Background: an optimization exercise with open tools, aiming at small area, a short achievable clock period and few clock cycles. Do not read the settings as production practice. Function was not checked in any run shown here: the RTL went through the layout flow alone. Power figures rest on the tool's default switching activity, not on a simulated workload.

`flow/config.mk`:
```
export PLATFORM = sky130hd
export DESIGN_NAME = keyword_source_lexer
export DESIGN_NICKNAME = keyword_source_lexer
export VERILOG_FILES = /design/flow/design.v
export SDC_FILE = /design/flow/constraint.sdc
export NUM_CORES = 4
export LEC_CHECK = 0
export CAP_MARGIN = 20
export CORE_MARGIN = 2
export CORE_UTILIZATION = 40
export SETUP_SLACK_MARGIN = 3
export SLEW_MARGIN = 20
```
`flow/constraint.sdc`:
```
create_clock -name core_clock -period 8.5 [get_ports {clock}]
set_input_delay 1.7000 -clock core_clock [delete_from_list [all_inputs] [get_ports {clock}]]
set_output_delay 1.7000 -clock core_clock [all_outputs]
set_load 0.01 [all_outputs]
```
`flow/run.sh`:
```
#!/bin/bash
# synth_recipe.tcl (not shown) runs the flow's synth.tcl, then flattens the netlist and writes it again
# the make line also repeats each setting of config.mk as NAME=value (left out here)
make -C /OpenROAD-flow-scripts/flow DESIGN_CONFIG=/design/flow/config.mk WORK_HOME=/design/flow/orfs CLKGATE_MAP_FILE= SYNTH_SCRIPT=/design/flow/synth_recipe.tcl finish
```
`flow/design.v`:
```
`default_nettype none
module ksl_front (
   input  wire logic         clock,
   input  wire logic         reset,
   input  wire logic         req_valid,
   output logic              req_stall,
   input  wire logic [8:0]   req_data,
   input  wire logic         csr_we,
   input  wire logic [16:0]  csr_wdata,
   input  wire logic         room,
   input  wire logic [15:0]  last_index,
   output logic              push,
   output logic [45:0]       push_w
);
   localparam logic [5:0] KIND_IDENT   = 6'd31;
   localparam logic [5:0] KIND_NUMBER  = 6'd32;
   localparam logic [5:0] KIND_STRING  = 6'd33;
   localparam logic [5:0] KIND_END     = 6'd57;
   localparam logic [2:0] LM_IDLE   = 3'd0;
   localparam logic [2:0] LM_IDENT  = 3'd1;
   localparam logic [2:0] LM_NUMBER = 3'd2;
   localparam logic [2:0] LM_STRING = 3'd3;
   localparam logic [2:0] LM_LINE   = 3'd4;
   localparam logic [2:0] LM_BLOCK  = 3'd5;
   localparam logic [2:0] LM_PEND   = 3'd6;
   localparam logic [2:0] PD_SLASH = 3'd0;
   localparam logic [2:0] PD_EQ    = 3'd1;
   localparam logic [2:0] PD_BANG  = 3'd2;
   localparam logic [2:0] PD_LT    = 3'd3;
   localparam logic [2:0] PD_GT    = 3'd4;
   localparam logic [2:0] PD_MINUS = 3'd5;
   function automatic logic [4:0] kw_first(input logic [7:0] ch);
      logic [4:0] r;
      logic        hit;
      r   = '0;
      hit = 1'b0;
      r   = r | ({5{ch == 8'd97}} & 5'd10);
      hit = hit | (ch == 8'd97);
      r   = r | ({5{ch == 8'd99}} & 5'd12);
      hit = hit | (ch == 8'd99);
      r   = r | ({5{ch == 8'd100}} & 5'd9);
      hit = hit | (ch == 8'd100);
      r   = r | ({5{ch == 8'd101}} & 5'd17);
      hit = hit | (ch == 8'd101);
      r   = r | ({5{ch == 8'd102}} & 5'd8);
      hit = hit | (ch == 8'd102);
      r   = r | ({5{ch == 8'd103}} & 5'd2);
      hit = hit | (ch == 8'd103);
      r   = r | ({5{ch == 8'd104}} & 5'd4);
      hit = hit | (ch == 8'd104);
      r   = r | ({5{ch == 8'd105}} & 5'd5);
      hit = hit | (ch == 8'd105);
      r   = r | ({5{ch == 8'd107}} & 5'd18);
      hit = hit | (ch == 8'd107);
      r   = r | ({5{ch == 8'd108}} & 5'd26);
      hit = hit | (ch == 8'd108);
      r   = r | ({5{ch == 8'd109}} & 5'd1);
      hit = hit | (ch == 8'd109);
      r   = r | ({5{ch == 8'd111}} & 5'd13);
      hit = hit | (ch == 8'd111);
      r   = r | ({5{ch == 8'd114}} & 5'd0);
      hit = hit | (ch == 8'd114);
      r   = r | ({5{ch == 8'd117}} & 5'd24);
      hit = hit | (ch == 8'd117);
      r   = r | ({5{ch == 8'd119}} & 5'd11);
      hit = hit | (ch == 8'd119);
      kw_first = hit ? r : 5'd31;
   endfunction
   function automatic logic [5:0] kw_exp(input logic [8:0] kn);
      logic [5:0] r;
      logic        hit;
      r   = '0;
      hit = 1'b0;
      r   = r | ({6{kn == 9'd1}} & 6'd41);
      hit = hit | (kn == 9'd1);
      r   = r | ({6{kn == 9'd2}} & 6'd46);
      hit = hit | (kn == 9'd2);
      r   = r | ({6{kn == 9'd3}} & 6'd39);
      hit = hit | (kn == 9'd3);
      r   = r | ({6{kn == 9'd17}} & 6'd47);
      hit = hit | (kn == 9'd17);
      r   = r | ({6{kn == 9'd18}} & 6'd36);
      hit = hit | (kn == 9'd18);
      r   = r | ({6{kn == 9'd19}} & 6'd53);
      hit = hit | (kn == 9'd19);
      r   = r | ({6{kn == 9'd20}} & 6'd44);
      hit = hit | (kn == 9'd20);
      r   = r | ({6{kn == 9'd21}} & 6'd37);
      hit = hit | (kn == 9'd21);
      r   = r | ({6{kn == 9'd33}} & 6'd37);
      hit = hit | (kn == 9'd33);
      r   = r | ({6{kn == 9'd34}} & 6'd46);
      hit = hit | (kn == 9'd34);
      r   = r | ({6{kn == 9'd35}} & 6'd37);
      hit = hit | (kn == 9'd35);
      r   = r | ({6{kn == 9'd36}} & 6'd50);
      hit = hit | (kn == 9'd36);
      r   = r | ({6{kn == 9'd37}} & 6'd33);
      hit = hit | (kn == 9'd37);
      r   = r | ({6{kn == 9'd38}} & 6'd52);
      hit = hit | (kn == 9'd38);
      r   = r | ({6{kn == 9'd39}} & 6'd47);
      hit = hit | (kn == 9'd39);
      r   = r | ({6{kn == 9'd40}} & 6'd50);
      hit = hit | (kn == 9'd40);
      r   = r | ({6{kn == 9'd41}} & 6'd51);
      hit = hit | (kn == 9'd41);
      r   = r | ({6{kn == 9'd49}} & 6'd37);
      hit = hit | (kn == 9'd49);
      r   = r | ({6{kn == 9'd50}} & 6'd44);
      hit = hit | (kn == 9'd50);
      r   = r | ({6{kn == 9'd51}} & 6'd33);
      hit = hit | (kn == 9'd51);
      r   = r | ({6{kn == 9'd52}} & 6'd52);
      hit = hit | (kn == 9'd52);
      r   = r | ({6{kn == 9'd53}} & 6'd41);
      hit = hit | (kn == 9'd53);
      r   = r | ({6{kn == 9'd54}} & 6'd47);
      hit = hit | (kn == 9'd54);
      r   = r | ({6{kn == 9'd55}} & 6'd46);
      hit = hit | (kn == 9'd55);
      r   = r | ({6{kn == 9'd56}} & 6'd51);
      hit = hit | (kn == 9'd56);
      r   = r | ({6{kn == 9'd65}} & 6'd47);
      hit = hit | (kn == 9'd65);
      r   = r | ({6{kn == 9'd66}} & 6'd45);
      hit = hit | (kn == 9'd66);
      r   = r | ({6{kn == 9'd67}} & 6'd47);
      hit = hit | (kn == 9'd67);
      r   = r | ({6{kn == 9'd68}} & 6'd45);
      hit = hit | (kn == 9'd68);
      r   = r | ({6{kn == 9'd69}} & 6'd47);
      hit = hit | (kn == 9'd69);
      r   = r | ({6{kn == 9'd70}} & 6'd50);
      hit = hit | (kn == 9'd70);
      r   = r | ({6{kn == 9'd71}} & 6'd48);
      hit = hit | (kn == 9'd71);
      r   = r | ({6{kn == 9'd72}} & 6'd40);
      hit = hit | (kn == 9'd72);
      r   = r | ({6{kn == 9'd73}} & 6'd41);
      hit = hit | (kn == 9'd73);
      r   = r | ({6{kn == 9'd74}} & 6'd51);
      hit = hit | (kn == 9'd74);
      r   = r | ({6{kn == 9'd75}} & 6'd45);
      hit = hit | (kn == 9'd75);
      r   = r | ({6{kn == 9'd81}} & 6'd46);
      hit = hit | (kn == 9'd81);
      r   = r | ({6{kn == 9'd97}} & 6'd46);
      hit = hit | (kn == 9'd97);
      r   = r | ({6{kn == 9'd98}} & 6'd52);
      hit = hit | (kn == 9'd98);
      r   = r | ({6{kn == 9'd99}} & 6'd37);
      hit = hit | (kn == 9'd99);
      r   = r | ({6{kn == 9'd100}} & 6'd39);
      hit = hit | (kn == 9'd100);
      r   = r | ({6{kn == 9'd101}} & 6'd37);
      hit = hit | (kn == 9'd101);
      r   = r | ({6{kn == 9'd102}} & 6'd50);
      hit = hit | (kn == 9'd102);
      r   = r | ({6{kn == 9'd103}} & 6'd51);
      hit = hit | (kn == 9'd103);
      r   = r | ({6{kn == 9'd104}} & 6'd63);
      hit = hit | (kn == 9'd104);
      r   = r | ({6{kn == 9'd105}} & 6'd45);
      hit = hit | (kn == 9'd105);
      r   = r | ({6{kn == 9'd106}} & 6'd47);
      hit = hit | (kn == 9'd106);
      r   = r | ({6{kn == 9'd107}} & 6'd36);
      hit = hit | (kn == 9'd107);
      r   = r | ({6{kn == 9'd113}} & 6'd33);
      hit = hit | (kn == 9'd113);
      r   = r | ({6{kn == 9'd114}} & 6'd52);
      hit = hit | (kn == 9'd114);
      r   = r | ({6{kn == 9'd115}} & 6'd41);
      hit = hit | (kn == 9'd115);
      r   = r | ({6{kn == 9'd116}} & 6'd47);
      hit = hit | (kn == 9'd116);
      r   = r | ({6{kn == 9'd117}} & 6'd46);
      hit = hit | (kn == 9'd117);
      r   = r | ({6{kn == 9'd118}} & 6'd33);
      hit = hit | (kn == 9'd118);
      r   = r | ({6{kn == 9'd119}} & 6'd44);
      hit = hit | (kn == 9'd119);
      r   = r | ({6{kn == 9'd120}} & 6'd51);
      hit = hit | (kn == 9'd120);
      r   = r | ({6{kn == 9'd129}} & 6'd50);
      hit = hit | (kn == 9'd129);
      r   = r | ({6{kn == 9'd130}} & 6'd37);
      hit = hit | (kn == 9'd130);
      r   = r | ({6{kn == 9'd131}} & 6'd37);
      hit = hit | (kn == 9'd131);
      r   = r | ({6{kn == 9'd132}} & 6'd63);
      hit = hit | (kn == 9'd132);
      r   = r | ({6{kn == 9'd133}} & 6'd45);
      hit = hit | (kn == 9'd133);
      r   = r | ({6{kn == 9'd134}} & 6'd47);
      hit = hit | (kn == 9'd134);
      r   = r | ({6{kn == 9'd135}} & 6'd36);
      hit = hit | (kn == 9'd135);
      r   = r | ({6{kn == 9'd136}} & 6'd53);
      hit = hit | (kn == 9'd136);
      r   = r | ({6{kn == 9'd137}} & 6'd44);
      hit = hit | (kn == 9'd137);
      r   = r | ({6{kn == 9'd138}} & 6'd37);
      hit = hit | (kn == 9'd138);
      r   = r | ({6{kn == 9'd145}} & 6'd37);
      hit = hit | (kn == 9'd145);
      r   = r | ({6{kn == 9'd146}} & 6'd38);
      hit = hit | (kn == 9'd146);
      r   = r | ({6{kn == 9'd147}} & 6'd41);
      hit = hit | (kn == 9'd147);
      r   = r | ({6{kn == 9'd148}} & 6'd46);
      hit = hit | (kn == 9'd148);
      r   = r | ({6{kn == 9'd149}} & 6'd37);
      hit = hit | (kn == 9'd149);
      r   = r | ({6{kn == 9'd161}} & 6'd51);
      hit = hit | (kn == 9'd161);
      r   = r | ({6{kn == 9'd177}} & 6'd40);
      hit = hit | (kn == 9'd177);
      r   = r | ({6{kn == 9'd178}} & 6'd37);
      hit = hit | (kn == 9'd178);
      r   = r | ({6{kn == 9'd179}} & 6'd50);
      hit = hit | (kn == 9'd179);
      r   = r | ({6{kn == 9'd180}} & 6'd37);
      hit = hit | (kn == 9'd180);
      r   = r | ({6{kn == 9'd193}} & 6'd33);
      hit = hit | (kn == 9'd193);
      r   = r | ({6{kn == 9'd194}} & 6'd51);
      hit = hit | (kn == 9'd194);
      r   = r | ({6{kn == 9'd195}} & 6'd37);
      hit = hit | (kn == 9'd195);
      r   = r | ({6{kn == 9'd209}} & 6'd38);
      hit = hit | (kn == 9'd209);
      r   = r | ({6{kn == 9'd225}} & 6'd37);
      hit = hit | (kn == 9'd225);
      r   = r | ({6{kn == 9'd226}} & 6'd35);
      hit = hit | (kn == 9'd226);
      r   = r | ({6{kn == 9'd227}} & 6'd53);
      hit = hit | (kn == 9'd227);
      r   = r | ({6{kn == 9'd228}} & 6'd50);
      hit = hit | (kn == 9'd228);
      r   = r | ({6{kn == 9'd229}} & 6'd51);
      hit = hit | (kn == 9'd229);
      r   = r | ({6{kn == 9'd230}} & 6'd41);
      hit = hit | (kn == 9'd230);
      r   = r | ({6{kn == 9'd231}} & 6'd54);
      hit = hit | (kn == 9'd231);
      r   = r | ({6{kn == 9'd232}} & 6'd37);
      hit = hit | (kn == 9'd232);
      r   = r | ({6{kn == 9'd241}} & 6'd41);
      hit = hit | (kn == 9'd241);
      r   = r | ({6{kn == 9'd242}} & 6'd56);
      hit = hit | (kn == 9'd242);
      r   = r | ({6{kn == 9'd243}} & 6'd37);
      hit = hit | (kn == 9'd243);
      r   = r | ({6{kn == 9'd244}} & 6'd36);
      hit = hit | (kn == 9'd244);
      r   = r | ({6{kn == 9'd245}} & 6'd63);
      hit = hit | (kn == 9'd245);
      r   = r | ({6{kn == 9'd246}} & 6'd48);
      hit = hit | (kn == 9'd246);
      r   = r | ({6{kn == 9'd247}} & 6'd47);
      hit = hit | (kn == 9'd247);
      r   = r | ({6{kn == 9'd248}} & 6'd41);
      hit = hit | (kn == 9'd248);
      r   = r | ({6{kn == 9'd249}} & 6'd46);
      hit = hit | (kn == 9'd249);
      r   = r | ({6{kn == 9'd250}} & 6'd52);
      hit = hit | (kn == 9'd250);
      r   = r | ({6{kn == 9'd257}} & 6'd47);
      hit = hit | (kn == 9'd257);
      r   = r | ({6{kn == 9'd258}} & 6'd50);
      hit = hit | (kn == 9'd258);
      r   = r | ({6{kn == 9'd259}} & 6'd48);
      hit = hit | (kn == 9'd259);
      r   = r | ({6{kn == 9'd260}} & 6'd40);
      hit = hit | (kn == 9'd260);
      r   = r | ({6{kn == 9'd261}} & 6'd41);
      hit = hit | (kn == 9'd261);
      r   = r | ({6{kn == 9'd262}} & 6'd51);
      hit = hit | (kn == 9'd262);
      r   = r | ({6{kn == 9'd263}} & 6'd45);
      hit = hit | (kn == 9'd263);
      r   = r | ({6{kn == 9'd273}} & 6'd46);
      hit = hit | (kn == 9'd273);
      r   = r | ({6{kn == 9'd274}} & 6'd36);
      hit = hit | (kn == 9'd274);
      r   = r | ({6{kn == 9'd275}} & 6'd47);
      hit = hit | (kn == 9'd275);
      r   = r | ({6{kn == 9'd276}} & 6'd45);
      hit = hit | (kn == 9'd276);
      r   = r | ({6{kn == 9'd277}} & 6'd47);
      hit = hit | (kn == 9'd277);
      r   = r | ({6{kn == 9'd278}} & 6'd50);
      hit = hit | (kn == 9'd278);
      r   = r | ({6{kn == 9'd279}} & 6'd48);
      hit = hit | (kn == 9'd279);
      r   = r | ({6{kn == 9'd280}} & 6'd40);
      hit = hit | (kn == 9'd280);
      r   = r | ({6{kn == 9'd281}} & 6'd41);
      hit = hit | (kn == 9'd281);
      r   = r | ({6{kn == 9'd282}} & 6'd51);
      hit = hit | (kn == 9'd282);
      r   = r | ({6{kn == 9'd283}} & 6'd45);
      hit = hit | (kn == 9'd283);
      r   = r | ({6{kn == 9'd289}} & 6'd37);
      hit = hit | (kn == 9'd289);
      r   = r | ({6{kn == 9'd290}} & 6'd50);
      hit = hit | (kn == 9'd290);
      r   = r | ({6{kn == 9'd291}} & 6'd46);
      hit = hit | (kn == 9'd291);
      r   = r | ({6{kn == 9'd292}} & 6'd37);
      hit = hit | (kn == 9'd292);
      r   = r | ({6{kn == 9'd293}} & 6'd44);
      hit = hit | (kn == 9'd293);
      r   = r | ({6{kn == 9'd305}} & 6'd45);
      hit = hit | (kn == 9'd305);
      r   = r | ({6{kn == 9'd306}} & 6'd33);
      hit = hit | (kn == 9'd306);
      r   = r | ({6{kn == 9'd307}} & 6'd39);
      hit = hit | (kn == 9'd307);
      r   = r | ({6{kn == 9'd308}} & 6'd37);
      hit = hit | (kn == 9'd308);
      r   = r | ({6{kn == 9'd321}} & 6'd47);
      hit = hit | (kn == 9'd321);
      r   = r | ({6{kn == 9'd322}} & 6'd45);
      hit = hit | (kn == 9'd322);
      r   = r | ({6{kn == 9'd323}} & 6'd48);
      hit = hit | (kn == 9'd323);
      r   = r | ({6{kn == 9'd324}} & 6'd47);
      hit = hit | (kn == 9'd324);
      r   = r | ({6{kn == 9'd325}} & 6'd51);
      hit = hit | (kn == 9'd325);
      r   = r | ({6{kn == 9'd326}} & 6'd37);
      hit = hit | (kn == 9'd326);
      r   = r | ({6{kn == 9'd337}} & 6'd48);
      hit = hit | (kn == 9'd337);
      r   = r | ({6{kn == 9'd338}} & 6'd48);
      hit = hit | (kn == 9'd338);
      r   = r | ({6{kn == 9'd339}} & 6'd44);
      hit = hit | (kn == 9'd339);
      r   = r | ({6{kn == 9'd340}} & 6'd57);
      hit = hit | (kn == 9'd340);
      r   = r | ({6{kn == 9'd353}} & 6'd33);
      hit = hit | (kn == 9'd353);
      r   = r | ({6{kn == 9'd354}} & 6'd48);
      hit = hit | (kn == 9'd354);
      r   = r | ({6{kn == 9'd369}} & 6'd47);
      hit = hit | (kn == 9'd369);
      r   = r | ({6{kn == 9'd370}} & 6'd44);
      hit = hit | (kn == 9'd370);
      r   = r | ({6{kn == 9'd371}} & 6'd36);
      hit = hit | (kn == 9'd371);
      r   = r | ({6{kn == 9'd385}} & 6'd46);
      hit = hit | (kn == 9'd385);
      r   = r | ({6{kn == 9'd386}} & 6'd38);
      hit = hit | (kn == 9'd386);
      r   = r | ({6{kn == 9'd387}} & 6'd47);
      hit = hit | (kn == 9'd387);
      r   = r | ({6{kn == 9'd388}} & 6'd44);
      hit = hit | (kn == 9'd388);
      r   = r | ({6{kn == 9'd389}} & 6'd36);
      hit = hit | (kn == 9'd389);
      r   = r | ({6{kn == 9'd401}} & 6'd47);
      hit = hit | (kn == 9'd401);
      r   = r | ({6{kn == 9'd402}} & 6'd44);
      hit = hit | (kn == 9'd402);
      r   = r | ({6{kn == 9'd403}} & 6'd41);
      hit = hit | (kn == 9'd403);
      r   = r | ({6{kn == 9'd404}} & 6'd45);
      hit = hit | (kn == 9'd404);
      r   = r | ({6{kn == 9'd405}} & 6'd41);
      hit = hit | (kn == 9'd405);
      r   = r | ({6{kn == 9'd406}} & 6'd52);
      hit = hit | (kn == 9'd406);
      r   = r | ({6{kn == 9'd417}} & 6'd41);
      hit = hit | (kn == 9'd417);
      r   = r | ({6{kn == 9'd418}} & 6'd45);
      hit = hit | (kn == 9'd418);
      r   = r | ({6{kn == 9'd419}} & 6'd41);
      hit = hit | (kn == 9'd419);
      r   = r | ({6{kn == 9'd420}} & 6'd52);
      hit = hit | (kn == 9'd420);
      r   = r | ({6{kn == 9'd433}} & 6'd41);
      hit = hit | (kn == 9'd433);
      r   = r | ({6{kn == 9'd434}} & 6'd44);
      hit = hit | (kn == 9'd434);
      r   = r | ({6{kn == 9'd435}} & 6'd52);
      hit = hit | (kn == 9'd435);
      r   = r | ({6{kn == 9'd436}} & 6'd37);
      hit = hit | (kn == 9'd436);
      r   = r | ({6{kn == 9'd437}} & 6'd50);
      hit = hit | (kn == 9'd437);
      r   = r | ({6{kn == 9'd449}} & 6'd33);
      hit = hit | (kn == 9'd449);
      r   = r | ({6{kn == 9'd450}} & 6'd45);
      hit = hit | (kn == 9'd450);
      r   = r | ({6{kn == 9'd451}} & 6'd34);
      hit = hit | (kn == 9'd451);
      r   = r | ({6{kn == 9'd452}} & 6'd36);
      hit = hit | (kn == 9'd452);
      r   = r | ({6{kn == 9'd453}} & 6'd33);
      hit = hit | (kn == 9'd453);
      r   = r | ({6{kn == 9'd465}} & 6'd41);
      hit = hit | (kn == 9'd465);
      r   = r | ({6{kn == 9'd466}} & 6'd52);
      hit = hit | (kn == 9'd466);
      r   = r | ({6{kn == 9'd467}} & 6'd40);
      hit = hit | (kn == 9'd467);
      r   = r | ({6{kn == 9'd481}} & 6'd46);
      hit = hit | (kn == 9'd481);
      r   = r | ({6{kn == 9'd482}} & 6'd41);
      hit = hit | (kn == 9'd482);
      r   = r | ({6{kn == 9'd483}} & 6'd52);
      hit = hit | (kn == 9'd483);
      r   = r | ({6{kn == 9'd484}} & 6'd41);
      hit = hit | (kn == 9'd484);
      r   = r | ({6{kn == 9'd485}} & 6'd33);
      hit = hit | (kn == 9'd485);
      r   = r | ({6{kn == 9'd486}} & 6'd44);
      hit = hit | (kn == 9'd486);
      kw_exp = hit ? r : 6'd0;
   endfunction
   function automatic logic [4:0] kw_alt(input logic [16:0] knc);
      logic [4:0] r;
      logic        hit;
      r   = '0;
      hit = 1'b0;
      r   = r | ({5{knc == 17'd41328}} & 5'd21);
      hit = hit | (knc == 17'd41328);
      r   = r | ({5{knc == 17'd49519}} & 5'd20);
      hit = hit | (knc == 17'd49519);
      r   = r | ({5{knc == 17'd82540}} & 5'd25);
      hit = hit | (knc == 17'd82540);
      r   = r | ({5{knc == 17'd33129}} & 5'd15);
      hit = hit | (knc == 17'd33129);
      r   = r | ({5{knc == 17'd33135}} & 5'd23);
      hit = hit | (knc == 17'd33135);
      r   = r | ({5{knc == 17'd62060}} & 5'd27);
      hit = hit | (knc == 17'd62060);
      r   = r | ({5{knc == 17'd20845}} & 5'd19);
      hit = hit | (knc == 17'd20845);
      r   = r | ({5{knc == 17'd21097}} & 5'd30);
      hit = hit | (knc == 17'd21097);
      r   = r | ({5{knc == 17'd21108}} & 5'd6);
      hit = hit | (knc == 17'd21108);
      r   = r | ({5{knc == 17'd106849}} & 5'd28);
      hit = hit | (knc == 17'd106849);
      r   = r | ({5{knc == 17'd4449}} & 5'd22);
      hit = hit | (knc == 17'd4449);
      r   = r | ({5{knc == 17'd4722}} & 5'd16);
      hit = hit | (knc == 17'd4722);
      r   = r | ({5{knc == 17'd353}} & 5'd7);
      hit = hit | (knc == 17'd353);
      r   = r | ({5{knc == 17'd357}} & 5'd3);
      hit = hit | (knc == 17'd357);
      r   = r | ({5{knc == 17'd12899}} & 5'd14);
      hit = hit | (knc == 17'd12899);
      r   = r | ({5{knc == 17'd45417}} & 5'd29);
      hit = hit | (knc == 17'd45417);
      kw_alt = hit ? r : 5'd31;
   endfunction
   function automatic logic [3:0] kw_len(input logic [4:0] k);
      logic [3:0] r;
      logic        hit;
      r   = '0;
      hit = 1'b0;
      r   = r | ({4{k == 5'd0}} & 4'd4);
      hit = hit | (k == 5'd0);
      r   = r | ({4{k == 5'd1}} & 4'd6);
      hit = hit | (k == 5'd1);
      r   = r | ({4{k == 5'd2}} & 4'd10);
      hit = hit | (k == 5'd2);
      r   = r | ({4{k == 5'd3}} & 4'd9);
      hit = hit | (k == 5'd3);
      r   = r | ({4{k == 5'd4}} & 4'd12);
      hit = hit | (k == 5'd4);
      r   = r | ({4{k == 5'd5}} & 4'd2);
      hit = hit | (k == 5'd5);
      r   = r | ({4{k == 5'd6}} & 4'd12);
      hit = hit | (k == 5'd6);
      r   = r | ({4{k == 5'd7}} & 4'd9);
      hit = hit | (k == 5'd7);
      r   = r | ({4{k == 5'd8}} & 4'd11);
      hit = hit | (k == 5'd8);
      r   = r | ({4{k == 5'd9}} & 4'd6);
      hit = hit | (k == 5'd9);
      r   = r | ({4{k == 5'd10}} & 4'd2);
      hit = hit | (k == 5'd10);
      r   = r | ({4{k == 5'd11}} & 4'd5);
      hit = hit | (k == 5'd11);
      r   = r | ({4{k == 5'd12}} & 4'd4);
      hit = hit | (k == 5'd12);
      r   = r | ({4{k == 5'd13}} & 4'd2);
      hit = hit | (k == 5'd13);
      r   = r | ({4{k == 5'd14}} & 4'd9);
      hit = hit | (k == 5'd14);
      r   = r | ({4{k == 5'd15}} & 4'd11);
      hit = hit | (k == 5'd15);
      r   = r | ({4{k == 5'd16}} & 4'd8);
      hit = hit | (k == 5'd16);
      r   = r | ({4{k == 5'd17}} & 4'd12);
      hit = hit | (k == 5'd17);
      r   = r | ({4{k == 5'd18}} & 4'd6);
      hit = hit | (k == 5'd18);
      r   = r | ({4{k == 5'd19}} & 4'd5);
      hit = hit | (k == 5'd19);
      r   = r | ({4{k == 5'd20}} & 4'd7);
      hit = hit | (k == 5'd20);
      r   = r | ({4{k == 5'd21}} & 4'd5);
      hit = hit | (k == 5'd21);
      r   = r | ({4{k == 5'd22}} & 4'd3);
      hit = hit | (k == 5'd22);
      r   = r | ({4{k == 5'd23}} & 4'd4);
      hit = hit | (k == 5'd23);
      r   = r | ({4{k == 5'd24}} & 4'd6);
      hit = hit | (k == 5'd24);
      r   = r | ({4{k == 5'd25}} & 4'd7);
      hit = hit | (k == 5'd25);
      r   = r | ({4{k == 5'd26}} & 4'd5);
      hit = hit | (k == 5'd26);
      r   = r | ({4{k == 5'd27}} & 4'd6);
      hit = hit | (k == 5'd27);
      r   = r | ({4{k == 5'd28}} & 4'd6);
      hit = hit | (k == 5'd28);
      r   = r | ({4{k == 5'd29}} & 4'd4);
      hit = hit | (k == 5'd29);
      r   = r | ({4{k == 5'd30}} & 4'd7);
      hit = hit | (k == 5'd30);
      kw_len = hit ? r : 4'd0;
   endfunction
   function automatic logic [5:0] single_kind(input logic [7:0] ch);
      logic [5:0] r;
      r = '0;
      r = r | ({6{ch == 8'h2b}} & 6'd39);    
      r = r | ({6{ch == 8'h2a}} & 6'd42);    
      r = r | ({6{ch == 8'h25}} & 6'd44);    
      r = r | ({6{ch == 8'h28}} & 6'd45);    
      r = r | ({6{ch == 8'h29}} & 6'd46);    
      r = r | ({6{ch == 8'h7b}} & 6'd47);    
      r = r | ({6{ch == 8'h7d}} & 6'd48);    
      r = r | ({6{ch == 8'h2c}} & 6'd49);    
      r = r | ({6{ch == 8'h3b}} & 6'd50);    
      r = r | ({6{ch == 8'h3a}} & 6'd53);    
      r = r | ({6{ch == 8'h5b}} & 6'd54);    
      r = r | ({6{ch == 8'h5d}} & 6'd55);    
      r = r | ({6{ch == 8'h2e}} & 6'd56);    
      single_kind = r;
   endfunction
   function automatic logic [15:0] cap2_of(input logic [16:0] l);
      if (l[16]) begin
         cap2_of = 16'd65533;
      end else if (l[15:0] == 16'd0) begin
         cap2_of = 16'hfffe;
      end else begin
         cap2_of = l[15:0] - 16'd3;
      end
   endfunction
   logic         in_v;
   logic [7:0]   c;
   logic         eot;
   logic [2:0]   mode_ff, mode_in;
   logic [2:0]   pend_ff, pend_in;
   logic         star_ff, star_in;
   logic [15:0]  start_ff, start_in;
   logic [5:0]   len_ff, len_in;
   logic [4:0]   kw_ff, kw_in;
   logic [16:0]  pos_ff, pos_in;
   logic         zero_ff, zero_in;    
   logic [15:0]  cnt;                 
   logic         ovf_ff, ovf_in;      
   logic         near_ff, near_in;    
   logic [15:0]  cap2_ff;             
   logic [15:0]  cap2_w, cap2_new;
   logic         is_space, is_digit, is_alpha, is_word, is_pend;
   logic [2:0]   c_pend;
   logic [5:0]   c_kind, two_kind, flush_kind, flush_len;
   logic         flush_emits;
   assign is_space = ((c >= 8'd9) && (c <= 8'd13)) || (c == 8'd32);
   assign is_digit = (c >= "0") && (c <= "9");
   assign is_alpha = ((c >= "a") && (c <= "z")) || ((c >= "A") && (c <= "Z")) || (c == "_");
   assign is_word  = is_alpha || is_digit;
   assign c_kind   = single_kind(c);
   assign cap2_w   = cap2_of(csr_wdata);
   assign cap2_new = csr_we ? cap2_w : cap2_ff;
   assign cnt      = zero_ff ? 16'd0 : last_index + 16'd1;
   logic [5:0]   kw_e;
   logic         kw_hit;
   assign kw_e   = kw_exp({kw_ff, len_ff[3:0]});
   assign kw_hit = kw_e[5] && (len_ff[5:4] == 2'b00) && (c[4:0] == kw_e[4:0]) && c[6] &&
                   (c[5] || (kw_e[4:0] == 5'd31));
   always_comb begin
      is_pend = 1'b1;
      c_pend  = PD_SLASH;
      case (c)
         "/":     c_pend = PD_SLASH;
         "=":     c_pend = PD_EQ;
         "!":     c_pend = PD_BANG;
         "<":     c_pend = PD_LT;
         ">":     c_pend = PD_GT;
         "-":     c_pend = PD_MINUS;
         default: is_pend = 1'b0;
      endcase
   end
   always_comb begin
      two_kind = 6'd0;
      if (c == "=") begin
         case (pend_ff)
            PD_EQ:   two_kind = 6'd34;
            PD_BANG: two_kind = 6'd35;
            PD_LT:   two_kind = 6'd36;
            PD_GT:   two_kind = 6'd37;
            default: two_kind = 6'd0;
         endcase
      end else if ((c == ">") && (pend_ff == PD_MINUS)) begin
         two_kind = 6'd41;
      end
   end
   always_comb begin
      flush_emits = 1'b1;
      flush_len   = len_ff;
      case (mode_ff)
         LM_IDENT:  flush_kind = (len_ff == {2'b00, kw_len(kw_ff)}) ? {1'b0, kw_ff} : KIND_IDENT;
         LM_NUMBER: flush_kind = KIND_NUMBER;
         LM_STRING: flush_kind = KIND_STRING;
         LM_PEND: begin
            flush_len = 6'd1;
            case (pend_ff)
               PD_SLASH: flush_kind = 6'd43;
               PD_EQ:    flush_kind = 6'd38;
               PD_LT:    flush_kind = 6'd51;
               PD_GT:    flush_kind = 6'd52;
               PD_MINUS: flush_kind = 6'd40;
               default:  flush_kind = 6'd0;
            endcase
            flush_emits = (pend_ff != PD_BANG);
         end
         default: begin
            flush_kind  = 6'd0;
            flush_emits = 1'b0;
         end
      endcase
   end
   logic         emit, split, take;
   logic [5:0]   w_kind, w_len;
   logic [15:0]  w_start;
   logic         w_ovf, w_last, w_end;
   always_comb begin
      logic do_flush, do_start;
      mode_in  = mode_ff;
      pend_in  = pend_ff;
      star_in  = star_ff;
      start_in = start_ff;
      len_in   = len_ff;
      kw_in    = kw_ff;
      pos_in   = pos_ff;
      emit     = 1'b0;
      split    = 1'b0;
      w_end    = 1'b0;
      w_kind   = flush_kind;
      w_start  = ((mode_ff == LM_STRING) && (len_ff == 6'd0)) ? pos_ff[15:0] : start_ff;
      w_len    = flush_len;
      w_ovf    = 1'b0;
      do_flush = 1'b0;
      do_start = 1'b0;
      if (eot) begin
         mode_in = LM_IDLE;
         emit    = 1'b1;
         if (!ovf_ff && flush_emits) begin
            split = 1'b1;
         end else begin
            w_end   = 1'b1;
            w_kind  = KIND_END;
            w_start = pos_ff[15:0];
            w_len   = 6'd0;
            w_ovf   = ovf_ff;
            pos_in  = '0;
         end
      end else if (!ovf_ff && !pos_ff[16]) begin
         pos_in = pos_ff + 17'd1;
         case (mode_ff)
            LM_IDENT: begin
               if (is_word) begin
                  if (len_ff != 6'd63) len_in = len_ff + 6'd1;
                  if (kw_hit) begin
                     kw_in = kw_ff;
                  end else begin
                     kw_in = kw_alt({kw_ff, len_ff[3:0], c});
                  end
               end else begin
                  do_flush = 1'b1;
                  do_start = 1'b1;
               end
            end
            LM_NUMBER: begin
               if (is_digit) begin
                  if (len_ff != 6'd63) len_in = len_ff + 6'd1;
               end else begin
                  do_flush = 1'b1;
                  do_start = 1'b1;
               end
            end
            LM_STRING: begin
               if (len_ff == 6'd0) start_in = pos_ff[15:0];
               if (c == "\"") begin
                  do_flush = 1'b1;
               end else if (len_ff != 6'd63) begin
                  len_in = len_ff + 6'd1;
               end
            end
            LM_LINE: begin
               if (c == 8'd10) mode_in = LM_IDLE;
            end
            LM_BLOCK: begin
               if (star_ff && (c == "/")) begin
                  mode_in = LM_IDLE;
               end else begin
                  star_in = (c == "*");
               end
            end
            LM_PEND: begin
               if ((pend_ff == PD_SLASH) && (c == "/")) begin
                  mode_in = LM_LINE;
               end else if ((pend_ff == PD_SLASH) && (c == "*")) begin
                  mode_in = LM_BLOCK;
                  star_in = 1'b0;
               end else if (two_kind != 6'd0) begin
                  mode_in = LM_IDLE;
                  emit    = 1'b1;
                  w_kind  = two_kind;
                  w_len   = 6'd2;
               end else begin
                  do_flush = 1'b1;
                  do_start = 1'b1;
               end
            end
            default: begin
               mode_in  = LM_IDLE;
               do_start = 1'b1;
            end
         endcase
         if (do_flush) begin
            mode_in = LM_IDLE;
            if (flush_emits) begin
               emit = 1'b1;
               if (do_start && !near_ff && !is_pend && (c_kind != 6'd0)) begin
                  split  = 1'b1;
                  pos_in = pos_ff;
               end else if (near_ff) begin
                  do_start = 1'b0;
               end
            end
         end
         if (do_start && !split) begin
            if (is_alpha) begin
               mode_in  = LM_IDENT;
               start_in = pos_ff[15:0];
               len_in   = 6'd1;
               kw_in    = kw_first(c);
            end else if (is_digit) begin
               mode_in  = LM_NUMBER;
               start_in = pos_ff[15:0];
               len_in   = 6'd1;
            end else if (c == "\"") begin
               mode_in  = LM_STRING;
               start_in = pos_ff[15:0];
               len_in   = 6'd0;
            end else if (is_pend) begin
               mode_in  = LM_PEND;
               pend_in  = c_pend;
               start_in = pos_ff[15:0];
            end else if (c_kind != 6'd0) begin
               emit    = 1'b1;
               w_kind  = c_kind;
               w_start = pos_ff[15:0];
               w_len   = 6'd1;
            end
         end
      end
      w_last = !split;
      take   = in_v && !split && (room || !emit);
      push   = in_v && emit && room;
   end
   assign push_w    = {w_kind, cnt, w_start, w_len, w_ovf, w_last};
   assign req_stall = in_v && !take;
   always_comb begin
      zero_in = zero_ff;
      ovf_in  = ovf_ff;
      near_in = near_ff;
      if (push && w_end) begin
         zero_in = 1'b1;
         ovf_in  = (cap2_new == 16'hfffe);
         near_in = (cap2_new == 16'hffff);
      end else if (push) begin
         zero_in = 1'b0;
         ovf_in  = near_ff;
         near_in = (cnt == cap2_ff);
      end else if (csr_we && !in_v) begin
         ovf_in  = (cap2_w == 16'hfffe);
         near_in = (cap2_w == 16'hffff);
      end
   end
   always_ff @(posedge clock) begin
      if (reset) begin
         in_v <= 1'b0;
      end else if (!req_stall) begin
         in_v <= req_valid;
      end
      if (!req_stall) begin
         {c, eot} <= req_data;
      end
   end
   always_ff @(posedge clock) begin
      if (reset) begin
         mode_ff <= LM_IDLE;
         pos_ff  <= '0;
         zero_ff <= 1'b1;
         ovf_ff  <= 1'b0;
         near_ff <= 1'b0;
         cap2_ff <= 16'd1021;
      end else begin
         if (csr_we) cap2_ff <= cap2_w;
         zero_ff <= zero_in;
         ovf_ff  <= ovf_in;
         near_ff <= near_in;
         if (in_v && (room || !emit)) begin
            mode_ff <= mode_in;
            pos_ff  <= pos_in;
         end
      end
   end
   always_ff @(posedge clock) begin
      if (in_v && (room || !emit)) begin
         pend_ff  <= pend_in;
         star_ff  <= star_in;
         start_ff <= start_in;
         len_ff   <= len_in;
         kw_ff    <= kw_in;
      end
   end
endmodule
`default_nettype wire
`default_nettype none
module ksl_tokq (
   input  wire logic          clock,
   input  wire logic          reset,
   input  wire logic          push,
   input  wire logic [45:0]   push_w,
   output logic              room,
   output logic              rsp_valid,
   input  wire logic          rsp_stall,
   output logic [45:0]       rsp_data
);
   logic         v_ff;
   logic [45:0]  w_ff;
   assign rsp_valid = v_ff;
   assign rsp_data  = w_ff;
   assign room      = !v_ff || !rsp_stall;
   always_ff @(posedge clock) begin
      if (reset) begin
         v_ff <= 1'b0;
      end else if (room) begin
         v_ff <= push;
      end
      if (push) begin
         w_ff <= push_w;
      end
   end
endmodule
`default_nettype wire
`default_nettype none
module keyword_source_lexer #(
   parameter int MAX_TEXT_LEN = 65536
) (
   input  wire logic         clock,
   input  wire logic         reset,
   input  wire logic         req_valid,
   output logic             req_stall,
   input  wire logic [8:0]   req_data,
   output logic             rsp_valid,
   input  wire logic         rsp_stall,
   output logic [45:0]      rsp_data,
   input  wire logic         csr_we,
   input  wire logic [16:0]  csr_wdata
);
   logic         room;
   logic         push;
   logic [45:0]  push_w;
   ksl_front u_front (
      .clock     (clock),
      .reset     (reset),
      .req_valid (req_valid),
      .req_stall (req_stall),
      .req_data  (req_data),
      .csr_we    (csr_we),
      .csr_wdata (csr_wdata),
      .room      (room),
      .last_index(rsp_data[39:24]),
      .push      (push),
      .push_w    (push_w)
   );
   ksl_tokq u_tokq (
      .clock     (clock),
      .reset     (reset),
      .push      (push),
      .push_w    (push_w),
      .room      (room),
      .rsp_valid (rsp_valid),
      .rsp_stall (rsp_stall),
      .rsp_data  (rsp_data)
   );
endmodule
`default_nettype wire
```
==> results.py, run 1 <==
metrics = {
    "run_status": {
        "outcome": "finished clean",
    },
    "global_route": {
        "grt_pass1_wl_um": 64500,
        "grt.overflow.total": 0,
        "grt_usage": 0.282,
        "grt_antenna_before_repair": 1,
        "grt_max_degree": 67,
        "grt_pass1_vias": 10996,
    },
    "cells_and_area": {
        "postLayoutCoreUtil": 0.469,
        "multiInputGateArea_um2": 7340,
        "seq_area_um2": 3400,
        "nNetsFinal": 1457,
        "syn_to_final_growth_pct": 15.2,
        "fin_cells": 1809,
        "diodes": 0,
        "fillers": 2728,
        "drive_gt1_frac": 0.122,
    },
    "power_and_ir_drop": {
        "p_per_area_nw_per_um2": 133,
        "p_leak_nw": 4.19,
        "p_comb_frac": 0.164,
        "seqPwrFrac": 0.404,
        "p_sw_mw": 0.527,
        "p_int_mw": 1.22,
        "vdd_drop_max_uv": 122,
        "switching_share": 0.302,
        "pwr-share-clk": 0.432,
    },
    "setup_path": {
        "cp_cell_sequence": "and4_2 > and3_1 > o21a_1 > nor3_4 > a221oi_4 > buf_12 > a2111oi_4 > a32oi_2 > nand2_1 > nand2_4 > inv_1 > dlymetal6s2s_1",
        "worstReg2RegStart": "u_front.len_ff[1]",
        "worstSetupStartpointType": "flop",
        "path_max_fanout": 11,
        "startpoint": "u_front.c[3]",
        "max_stage_delay_ns": 0.53,
        "crit_required_ns": 6.80,
        "ff2ff_setup_slack_ns": 3.52,
        "reg2reg_depth": 12,
        "endpoint": "req_stall",
        "worst_setup_path_end_kind": "primary output",
        "critPathKind": "reg2out",
        "cp_data_arrival_time_ns": 3.52,
        "critPathSlowestCell": "edfxtp_1",
        "r2r_end": "u_front.kw_ff[1]",
    },
    "synth": {
        "syn_area_um2": 11300,
        "synth_area_per_cell_um2": 8.12,
        "syn_inst": 1398,
        "synthArstFlopShare": 0,
        "synth_ff_type": "edfxtp_1",
        "synth-seq-area-share": 0.300,
        "synth-seq-cells": 127,
        "yosys_warnings": 2,
        "synth_cell_type_count": 104,
        "synth-edff-count": 86,
        "syn_nets": 1437,
    },
    "timing": {
        "setup_slack_ns": 3.28,
        "fin_crit_sh": 0.614,
        "fin_skew_ns": 0.0226,
        "tns_ns": 0,
        "hold_violations": 0,
        "setup_viol": 0,
        "fmax_ghz": 0.191,
        "period_needed_ns": 5.22,
        "slew_viol_final": 0,
        "rsz0062_at_grt": "no",
        "max_slew.worst_pin.slew_ns": 1.06,
        "slew_headroom": 0.288,
    },
    "placed_design": {
        "gp_congestion": 1.03,
        "place_hpwl_um": 29300,
        "dp_cells": 1755,
        "dp_slack_ns": 2.65,
        "portBuffers": 78,
    },
    "clocking": {
        "clkSlewWorstSetupHoldPaths_ns": 0.07,
        "cts_tree": "yes",
        "insertion_delay_ns": 0.43,
        "clockRootBuffer": "clkbuf_16",
        "cts_max_level": 4,
        "cts_buffer_depth": 2,
        "cts_buffers": 17,
        "clock-sinks": 127,
    },
    "route": {
        "dr.pass1.iters": 9,
        "drc_errors": 0,
        "routed_via_density": 6.59,
        "wirelength_um": 42500,
        "drt_iter0_markers": 1723,
        "vias": 11928,
        "postRouteAntennaNets": 0,
        "wl_per_cell_um": 23.5,
    },
    "job": {
        "maxCapViolations": 0,
    },
    "die": {
        "start_util": 0.407,
        "dieArea_um2": 29700,
        "fp-row-count": 61,
        "die_h_um": 172,
        "core-area_um2": 27900,
        "ios": 79,
        "die_w_um": 172,
    },
    "worst_hold_path": {
        "hold_class": "reg2reg",
        "holdCritStartpoint": "u_front.pos_ff[9]",
    },
}
## kinds of logic (layout without fill, tap and decap cells)
family | Yosys count | count (layout) | share of synthesized area
AOI/OAI and AO/OA | 371 | 371 | 0.226
xor gates and xnor gates | 65 | 65 | 0.0502
adders and majority gates | 8 | 8 | 0.00882
buffers and inverters | 151 | 184 | 0.0625
DFF | 127 | 127 | 0.300
muxes | 41 | 41 | 0.0399
and+or+nand+nor | 635 | 635 | 0.313
## worst min-delay path by stage
stage / endpoint / slack, ns / depth (start not counted)
floorplan: u_front.pos_ff[1] / 0.46 / 2
global placement: u_front.pos_ff[15] / 0.50 / 2
detailed placement: u_front.pos_ff[9] / 0.51 / 2
CTS: u_front.pos_ff[9] / 0.52 / 2
global route: u_front.pos_ff[9] / 0.55 / 2
finish: u_front.pos_ff[9] / 0.51 / 2
## layout make-up
class	count	share of cell area
clock inverter	15	0.0151
multi-input combinational	1120	0.561
inverter	30	0.00861
clock buffer	17	0.0325
sequential	127	0.260
timing repair buffer	122	0.0864
tap	378	0.0362
## power by group through the flow
stage	clock network (mW)	registers, mW	logic, mW
2_1_floorplan	0	0.711	0.181
3_3_place_gp	0	0.722	0.261
3_5_place_dp	0	0.723	0.260
4_1_cts	0.767	0.704	0.278
5_1_grt	0.791	0.707	0.305
6_report	0.753	0.704	0.286
## metal layers
| metal | track usage | up-vias | share of wire |
|---|---|---|---|
| met5 | 0 | - | 0 |
| li1 | - | 5395 | - |
| met4 | 0.110 | 0 | 0.040 |
| met1 | 0.387 | 5707 | 0.43 |
| met2 | 0.428 | 678 | 0.43 |
| met3 | 0.0645 | 148 | 0.097 |
## cells in the mapped netlist, types with 30 or more instances
library cell / instances / area share
nor3_1: 70 / 0.031
nand2_1: 105 / 0.035
buf_2: 33 / 0.015
mux2_2: 34 / 0.034
clkbuf_1: 58 / 0.019
xor2_1: 35 / 0.027
nand2b_1: 32 / 0.018
xnor2_1: 30 / 0.023
a21oi_1: 75 / 0.033
nor2_1: 117 / 0.039
nand4_1: 30 / 0.017
dfxtp_1: 41 / 0.072
nand3_1: 51 / 0.022
o21ai_0: 79 / 0.035
edfxtp_1: 86 / 0.23
nor4_1: 33 / 0.018
## critical path, delay by kind of cell, from the launching register on
family          cells  cell delay (ns)
compound gates      4             0.95
simple gates        5             1.17
buf+inv             3             0.43
flops               1             0.53
## registers in the layout, summed over array words and instances (netlist names)
signal,count
u_front.c,8
u_front.zero_ff,1
u_front.cap2_ff,16
u_front.kw_ff,5
u_front.star_ff,1
u_front.ovf_ff,1
u_front.in_v,1
u_front.len_ff,6
u_front.near_ff,1
u_front.start_ff,16
u_front.pos_ff,17
u_front.eot,1
u_tokq.v_ff,1
u_front.mode_ff,3
u_front.pend_ff,3
u_tokq.w_ff,46
## repair_timing
action                                  in CTS  in global routing
setup buffers                               21                  1
endpoints found under the setup margin       1                  1
resized for setup                           13                  6
pin swaps                                    2                  4
hold endpoints to repair                     0                  0
hold buffers                                 0                  0
## stage by stage
step | power, mW | instance area, µm² | hold WS [ns]
after global placement | 0.983 | 12200 | 0.495
after floorplan | 0.892 | 11300 | 0.463
after detailed placement | 0.983 | 12200 | 0.508
after CTS | 1.75 | 13000 | 0.517
final | 1.74 | 13100 | 0.514
after global routing | 1.80 | 13100 | 0.549
## cells in the final DEF, fill, tap and decap left out, types with 30 or more instances in the layout
cell type        instances
xor2_1                  35
nor2_1                 114
nor4_1                  32
dfxtp_1                 40
mux2_2                  34
nand4_1                 30
buf_4                   42
edfxtp_1                86
clkdlybuf4s50_1         77
nand2b_1                32
nand3_1                 51
o21ai_0                 79
xnor2_1                 30
a21oi_1                 75
nand2_1                104
nor3_1                  67
==> run 2, diff against run 1 <==
--- a/flow/config.mk
+++ b/flow/config.mk
@@ -9,4 +9,4 @@
 export CORE_MARGIN = 2
 export CORE_UTILIZATION = 40
-export SETUP_SLACK_MARGIN = 3
+export SETUP_SLACK_MARGIN = 3.75
 export SLEW_MARGIN = 20
==> run 2 against run 1 <==
  * Critical path depth is 1 higher
  * Synthesized cell count stayed put
  * Still clean on timing, DRC and antenna
  * Clock power hardly changed
  * Total power is 0.84% higher
  * Global-route usage is 0.27 points higher
  * Area after synthesis stayed put
  * Register-to-register slack better by 0.42 ns
  * Cell count is 1.3% higher
  * Critical path type unchanged
  * First-iteration DRC count is 2.7% higher
  * Critical endpoint unchanged
  * Die area stayed put
==> results.py, run 2 <==
metrics = {
    "route": {
        "wirelength_um": 43000,
        "routed_via_density": 6.58,
        "dr.pass1.iters": 6,
        "vias": 12055,
        "wl_per_cell_um": 23.5,
        "drt_iter0_markers": 1770,
        "postRouteAntennaNets": 0,
        "drc_errors": 0,
    },
    "die": {
        "dieArea_um2": 29700,
        "die_h_um": 172,
        "start_util": 0.407,
        "core-area_um2": 27900,
        "ios": 79,
        "fp-row-count": 61,
        "die_w_um": 172,
    },
    "placed_design": {
        "portBuffers": 78,
        "gp_congestion": 1.03,
        "placed_cell_area_um2": 12200,
        "place_hpwl_um": 29300,
    },
    "cells_and_area": {
        "nNetsFinal": 1480,
        "top_regs": "u_tokq.w_ff: 46 flops, u_front.pos_ff: 17 flops",
        "syn_to_final_growth_pct": 18.1,
        "largest_register_ffs": 46,
        "final_common_cell": "nor2_1",
        "mostFrequentLayoutCells": "112 x nor2_1, 103 x nand2_1, 86 x edfxtp_1",
        "top_register": "u_tokq.w_ff",
        "diodes": 0,
        "fin_area_um2": 13400,
        "drive_gt1_frac": 0.148,
    },
    "power_and_ir_drop": {
        "p_comb_frac": 0.170,
        "p_leak_nw": 4.35,
        "p_per_area_nw_per_um2": 131,
        "seqPwrFrac": 0.401,
        "p_sw_mw": 0.533,
        "switching_share": 0.303,
        "p_int_mw": 1.23,
        "vdd_drop_max_uv": 124,
        "pwr-share-clk": 0.429,
    },
    "timing": {
        "period_needed_ns": 4.83,
        "hold_ws_ns": 0.512,
        "max_slew.worst_pin.slew_ns": 1.12,
        "slew_viol_final": 0,
        "fin_skew_ns": 0.0130,
        "slew_headroom": 0.245,
        "tns_ns": 0,
        "rsz0062_at_grt": "yes",
        "fmax_ghz": 0.207,
        "setup_viol": 0,
        "hold_violations": 0,
        "fin_crit_sh": 0.568,
    },
    "synth": {
        "synth-seq-cells": 127,
        "synth_top_cell_by_area": "edfxtp_1",
        "synthTopCellsByCount": "117 x nor2_1, 105 x nand2_1, 86 x edfxtp_1, 79 x o21ai_0, 75 x a21oi_1",
        "synth-seq-area-share": 0.300,
        "synthTopCellsByArea": "edfxtp_1 23%, dfxtp_1 7.2%, nor2_1 3.9%",
        "synth_ff_type": "edfxtp_1",
        "synth_cell_type_count": 104,
        "syn_inst": 1398,
        "synth-edff-count": 86,
        "syn_area_um2": 11300,
        "synth_area_per_cell_um2": 8.12,
        "yosys_warnings": 2,
        "yosysTopAreaCellShare": 0.228,
        "synthArstFlopShare": 0,
        "synth_most_common_cell": "nor2_1",
        "syn_nets": 1437,
    },
    "clocking": {
        "cts_buffers": 17,
        "cts_tree": "yes",
        "clock-sinks": 127,
        "clockRootBuffer": "clkbuf_16",
        "ctsHoldBuffers": 0,
        "cts_buffer_depth": 2,
        "insertion_delay_ns": 0.43,
        "cts_max_level": 4,
        "clkSlewWorstSetupHoldPaths_ns": 0.07,
    },
    "global_route": {
        "grt_pass1_vias": 11182,
        "grt_pass1_wl_um": 65100,
        "grt_max_degree": 67,
        "grt.overflow.total": 0,
        "grt_usage": 0.284,
        "grt_antenna_before_repair": 1,
    },
    "setup_path": {
        "worst_setup_path_end_kind": "primary output",
        "worstReg2RegStart": "u_front.kw_ff[0]",
        "path_max_fanout": 7,
        "startpoint": "u_front.c[2]",
        "crit_required_ns": 6.80,
        "critPathKind": "reg2out",
        "worstSetupStartpointType": "flop",
        "cp_data_arrival_time_ns": 3.13,
    },
    "worst_hold_path": {
        "holdCritStartpoint": "u_front.pos_ff[1]",
        "hold_class": "reg2reg",
    },
    "run_status": {
        "outcome": "finished clean",
    },
    "job": {
        "maxCapViolations": 0,
    },
}
-- run 2: cell counts after synthesis --
No cell type changed its count.
-- run 2: per-stage QoR --
stage	setup WS (ns)	power, mW	util	std cells
floorplan	3.95	0.892	-	1398
global placement	2.76	0.983	0.437	1755
detailed placement	2.65	0.983	0.437	1755
CTS	3.70	1.76	0.477	1826
global route	3.55	1.82	0.481	1832
finish	3.67	1.76	0.481	1832
-- run 2: cell families after synthesis --
group                      synth area share
and+or+nand+nor                       0.313
AOI/OAI and AO/OA                     0.226
buffers and inverters                0.0625
DFF                                   0.300
xor gates and xnor gates             0.0502
muxes                                0.0399
adders and majority gates           0.00882
-- run 2: timing repair --
action                                  4_1_cts  5_1_grt
gates cloned                                  1        0
endpoints found under the setup margin        8        8
pin swaps                                    16       11
resized for setup                            42       18
setup buffers                                38        6
-- run 2: layout make-up --
type / count / area, µm²
Clock buffer: 17 / 425
Clock inverter: 15 / 198
Fill cell: 2688 / 14500
Inverter: 30 / 113
Multi-Input combinational cell: 1120 / 7420
Sequential cell: 127 / 3410
Tap cell: 378 / 473
Timing Repair Buffer: 145 / 1370
-- run 2: path summary, 6_finish.rpt --
kind,slack (ns),to,cells after the start
setup reg to reg,3.94,u_front.kw_ff[1],11
setup / recovery,3.67,req_stall,13
hold reg to reg,0.51,u_front.pos_ff[1],2
hold / removal,0.51,u_front.pos_ff[1],2
-- run 2: layer usage --
layer,vias up,GRT usage,wire [µm]
li1,5426,-,-
met1,5726,0.385,18000
met2,741,0.437,18500
met3,162,0.0668,4540
met4,0,0.114,1870
met5,-,0,0
-- run 2: power groups by stage --
stage               sequential, mW  clock, mW  combinational [mW]
CTS                          0.704      0.767               0.288
floorplan                    0.711          0               0.181
detailed placement           0.723          0               0.260
finish                       0.705      0.754               0.300
global route                 0.707      0.791               0.319
global placement             0.722          0               0.261
-- run 2: critical path, stage by stage (launching register included) --
cell and delay [ns]:
edfxtp_1 0.56, buf_6 0.19, nor2_4 0.10, nand2_1 0.06, o2111a_1 0.28, nor3_4 0.30
a221oi_4 0.11, buf_12 0.17, a2111oi_4 0.38, a32oi_2 0.17, nand2_2 0.13, nand2_4 0.06
inv_2 0.08, buf_6 0.09

==> port drivers added, routing unchanged <==
How much do the figures lean on ideal ports? The routed layouts below were timed once more, with nothing changed but the port constraints. Step 1 sets driving cells, clkbuf_16 on the clock port and buf_2 on the other inputs (assumed; they add their load-dependent delay and slew). Step 2 adds t to the input delays and takes it off the output delays; t is the mean of the earliest and latest rising clock arrival at the registers after step 1. Input paths then give back, and output paths get back, about the clock's delay inside the block. a / b / c = no drivers / after step 1 / after step 2; a / b = the first two.
run	shift t [ns]	setup WS [ns]	latest minus earliest clock arrival (ns)
run 1	0.468	3.278 / 3.229 / 3.125	0.023 / 0.023
run 2	0.469	3.669 / 3.621 / 3.484	0.014 / 0.014
After both steps every run listed still meets setup and hold. For run 2, which loses most, drivers alone change the setup slack by -0.048 ns; drivers and shift together by -0.185 ns.
